This is an optimization exercise on Yosys and OpenROAD, whose aim is small area, a short achievable clock period and few clock cycles per item, not a production implementation. Function was checked by simulation only, so behaviour that the tests miss may differ from the original.

==> juniper <==
## triangle_tangent_calc_unit
module triangle_tangent_calc_unit (
   input  wire logic                              clock,
   input  wire logic                              reset,
   input  wire logic                              req_valid,
   output logic                                   req_stall,
   input  wire logic signed [ttc_pkg::POS_W-1:0]  req_pos_x,
   input  wire logic signed [ttc_pkg::POS_W-1:0]  req_pos_y,
   input  wire logic signed [ttc_pkg::POS_W-1:0]  req_pos_z,
   input  wire logic signed [ttc_pkg::UV_W-1:0]   req_tex_u,
   input  wire logic signed [ttc_pkg::UV_W-1:0]   req_tex_v,
   output logic                                   rsp_valid,
   input  wire logic                              rsp_stall,
   output logic signed [ttc_pkg::POS_W-1:0]       rsp_tangent_x,
   output logic signed [ttc_pkg::POS_W-1:0]       rsp_tangent_y,
   output logic signed [ttc_pkg::POS_W-1:0]       rsp_tangent_z,
   output logic                                   rsp_degenerate,
   output logic                                   rsp_clipped
);
  ...
export LEC_CHECK = 0
export CAP_MARGIN = 20
export CELL_PAD_IN_SITES_DETAIL_PLACEMENT = 0
export CELL_PAD_IN_SITES_GLOBAL_PLACEMENT = 0
export CORE_MARGIN = 2
export CORE_UTILIZATION = 45
export PLACE_DENSITY = 0.6
export SLEW_MARGIN = 20
create_clock -name core_clock -period 11.0 [get_ports {clock}]
standard.sh (not shown) runs the stock make flow with config.mk's settings and CLKGATE_MAP_FILE= SYNTH_SCRIPT=/design/flow/synth_recipe.tcl, a recipe that flattens the netlist after the stock synthesis.
==> flow/flow/run.sh <==
#!/bin/bash
# The standard layout (the standard.sh, unchanged synthesis and steps), with timing
# repair aiming for 6 ns of setup slack at the design's 11 ns clock. make's full output
# goes to layout.log here; each ORFS step also keeps its own log under orfs/logs/.
set -euo pipefail
bash standard.sh SETUP_SLACK_MARGIN=6 finish > layout.log 2>&1
==> inputs of quartz, as changes to juniper <==
--- a/flow/design.v
+++ b/flow/design.v
@@ -33,13 +33,12 @@
    input  wire logic signed [ttc_pkg::POS_W-1:0]  req_pos_z,
    input  wire logic signed [ttc_pkg::UV_W-1:0]   req_tex_u,
    input  wire logic signed [ttc_pkg::UV_W-1:0]   req_tex_v,
    output logic                                   job_busy,
    input  wire logic                              job_release,
    input  wire logic                              release_next,   
-   input  wire logic                              d1_next,        
    output logic                                   job_start,      
    output logic signed [ttc_pkg::DUV_W-1:0]       du_new,         
    output logic signed [ttc_pkg::DUV_W-1:0]       dv_new,
    output logic [ttc_pkg::AXES-1:0][ttc_pkg::DPOS_W-1:0] dp1,
    output logic [ttc_pkg::AXES-1:0][ttc_pkg::DPOS_W-1:0] dp2,
    output logic signed [ttc_pkg::DUV_W-1:0]       du1,
@@ -84,14 +83,13 @@
          count_ff <= 2'd0;
          busy_ff  <= 1'b0;
          stall_ff <= 1'b0;
       end else begin
          count_ff <= count_in;
          busy_ff  <= busy_in;
-         stall_ff <= busy_in && (((count_in == 2'd1) && d1_next)
-                                 || ((count_in == 2'd2) && !release_next));
+         stall_ff <= (count_in != 2'd0) && busy_in && !release_next;
       end
    end
    always_ff @(posedge clock) begin
       if (accept && count_ff == 2'd0) begin
          for (int a = 0; a < ttc_pkg::AXES; a++) p0_ff[a] <= in_pos[a];
          u0_ff <= req_tex_u;
@@ -114,13 +112,12 @@
 module ttc_mul (
    input  wire logic                              clock,
    input  wire logic                              reset,
    input  wire logic                              job_busy,
    output logic                                   job_release,
    output logic                                   release_next,
-   output logic                                   d1_next,
    input  wire logic                              job_start,
    input  wire logic signed [ttc_pkg::DUV_W-1:0]  du_new,
    input  wire logic signed [ttc_pkg::DUV_W-1:0]  dv_new,
    input  wire logic [ttc_pkg::AXES-1:0][ttc_pkg::DPOS_W-1:0] dp1,
    input  wire logic [ttc_pkg::AXES-1:0][ttc_pkg::DPOS_W-1:0] dp2,
    input  wire logic signed [ttc_pkg::DUV_W-1:0]  du1,
@@ -187,24 +184,14 @@
    end
    assign p2_go        = p2_ff && ((p2_k_ff == 2'd0) || set_free[p2_k_ff - 2'd1]);
    assign p1_go        = p1_ff && (!p2_ff || p2_go);
    assign adv          = job_busy && (!p1_ff || p1_go);
    assign job_release  = adv && last_chunk && (k_ff == 2'd3);
    assign release_next = (k_in == 2'd3) && (j_in == CH_W'(ttc_pkg::NCH - 1)) && !p1_in;
-   assign d1_next      = ((j_in == CH_W'(ttc_pkg::NCH - 1)) ? k_in + 2'd1 : k_in) <= 2'd1;
    logic [1:0]      k_adv;
    logic [CH_W-1:0] j_adv;
-   logic [ttc_pkg::DPOS_W-1:0]        dp1b_ff, dp1c_ff;
-   logic [ttc_pkg::DUV_W-1:0]         dv1_ff;
-   always_ff @(posedge clock) begin
-      if (job_start) begin
-         dp1b_ff <= dp1[1];
-         dp1c_ff <= dp1[2];
-         dv1_ff  <= dv1;
-      end
-   end
    always_comb begin
       j_adv = last_chunk ? '0 : j_ff + 1'b1;
       k_adv = last_chunk ? k_ff + 2'd1 : k_ff;
       k_in = adv ? k_adv : k_ff;
       j_in = adv ? j_adv : j_ff;
       p1_in = p1_ff;
@@ -212,26 +199,20 @@
       else if (p1_go)        p1_in = 1'b0;
       p2_in = p2_ff;
       if (p1_go)      p2_in = 1'b1;
       else if (p2_go) p2_in = 1'b0;
       x1_in = ttc_pkg::DPOS_W'(du1);
       x2_in = ttc_pkg::DPOS_W'(du2);
-      if (k_adv == 2'd1) begin
-         x1_in = signed'(dp1[0]);
-         x2_in = signed'(dp2[0]);
-      end
-      if (k_adv == 2'd2) begin
-         x1_in = signed'(dp1b_ff);
-         x2_in = signed'(dp2[1]);
-      end
-      if (k_adv == 2'd3) begin
-         x1_in = signed'(dp1c_ff);
-         x2_in = signed'(dp2[2]);
+      for (int a = 0; a < ttc_pkg::AXES; a++) begin
+         if (k_adv == 2'(a + 1)) begin
+            x1_in = signed'(dp1[a]);
+            x2_in = signed'(dp2[a]);
+         end
       end
       b1_in = booth(chunk(dv2, j_adv), 1'b0);
-      b2_in = booth(chunk(dv1_ff, j_adv), 1'b1);
+      b2_in = booth(chunk(dv1, j_adv), 1'b1);
       if (job_start) begin
          x1_in = ttc_pkg::DPOS_W'(du1);
          x2_in = ttc_pkg::DPOS_W'(du_new);
          b1_in = booth(chunk(dv_new, '0), 1'b0);
          b2_in = booth(chunk(dv1, '0), 1'b1);
       end
@@ -722,13 +703,13 @@
    output logic signed [ttc_pkg::POS_W-1:0]       rsp_tangent_x,
    output logic signed [ttc_pkg::POS_W-1:0]       rsp_tangent_y,
    output logic signed [ttc_pkg::POS_W-1:0]       rsp_tangent_z,
    output logic                                   rsp_degenerate,
    output logic                                   rsp_clipped
 );
-   logic job_busy, job_release, release_next, d1_next, job_start;
+   logic job_busy, job_release, release_next, job_start;
    logic signed [ttc_pkg::DUV_W-1:0]  du_new, dv_new;
    logic [ttc_pkg::AXES-1:0][ttc_pkg::DPOS_W-1:0] dp1;
    logic [ttc_pkg::AXES-1:0][ttc_pkg::DPOS_W-1:0] dp2;
    logic signed [ttc_pkg::DUV_W-1:0]  du1, dv1, du2, dv2;
    logic [ttc_pkg::NLANE-1:0]         lane_free, lane_load;
    logic [ttc_pkg::Z_W-1:0]           lane_z;
@@ -744,13 +725,12 @@
       .req_pos_z   (req_pos_z),
       .req_tex_u   (req_tex_u),
       .req_tex_v   (req_tex_v),
       .job_busy    (job_busy),
       .job_release (job_release),
       .release_next(release_next),
-      .d1_next     (d1_next),
       .job_start   (job_start),
       .du_new      (du_new),
       .dv_new      (dv_new),
       .dp1         (dp1),
       .dp2         (dp2),
       .du1         (du1),
@@ -761,13 +741,12 @@
    ttc_mul u_mul (
       .clock       (clock),
       .reset       (reset),
       .job_busy    (job_busy),
       .job_release (job_release),
       .release_next(release_next),
-      .d1_next     (d1_next),
       .job_start   (job_start),
       .du_new      (du_new),
       .dv_new      (dv_new),
       .dp1         (dp1),
       .dp2         (dp2),
       .du1         (du1),
==> flow/run.sh (new file) <==
#!/bin/bash
# synth_recipe.tcl (not shown) runs the flow's synth.tcl, then flattens the netlist and writes it again
# the make line also repeats each setting of config.mk as NAME=value (left out here)
make -C /OpenROAD-flow-scripts/flow DESIGN_CONFIG=/design/flow/config.mk WORK_HOME=/design/flow/orfs CLKGATE_MAP_FILE= SYNTH_SCRIPT=/design/flow/synth_recipe.tcl finish
Settings changed: SETUP_SLACK_MARGIN from default to 5.
removed: flow/flow/run.sh
removed: flow/standard.sh
==> flow_metrics.env <==
export IMPL_place_area_mm2=0.169
export IMPL_status="finished clean"
export IMPL_die_h_um=605
export IMPL_worst_r2r_setup_slack_ns=5.23
export IMPL_placed_cells=19700
export IMPL_post_cts_resized=2
export IMPL_insertion_delay_ns=0.93
export IMPL_cp_arrival_ns=6.58
export IMPL_power_leakage_uw=0.0711
export IMPL_first_pass_iters=12
That was quartz.
==> flow_metrics.env <==
export IMPL_status="finished clean"
export IMPL_place_area_mm2=0.172
export IMPL_cp_arrival_ns=5.73
export IMPL_first_pass_iters=10
export IMPL_die_h_um=608
export IMPL_post_cts_resized=254
That was juniper.
Testbench counts of juniper, summed over its fixed seeds: cycles 4,536, items 512.
Testbench counts of quartz, summed over its fixed seeds: cycles 4,792, items 512.

==> port drivers added, routing unchanged <==
Ports are ideal in the flow. The routed layouts listed here were re-timed in OpenROAD. Step 1 (the two cells are an assumption about what drives the block):
set clk [get_ports {clock}]
set_driving_cell -lib_cell sky130_fd_sc_hd__clkbuf_16 $clk
set_driving_cell -lib_cell sky130_fd_sc_hd__buf_2 [delete_from_list [all_inputs] $clk]
Step 2 moves the port delays by t, midway between the first and last clock arrival at a register: inputs arrive t later, outputs are due t later. That takes back most of the time a late clock gives input paths. Three values: ideal, step 1, step 2; two values: the first two.
run	shift t [ns]	setup slack, ns	worst slew at a driven data input, ns
juniper	1.026	6.046 / 6.046 / 5.160	0.15
quartz	1.020	5.235 / 5.235 / 4.558	0.23
After both steps every run listed still meets setup and hold. For juniper, which loses most, drivers alone change the setup slack by 0.000 ns; drivers and shift together by -0.886 ns.
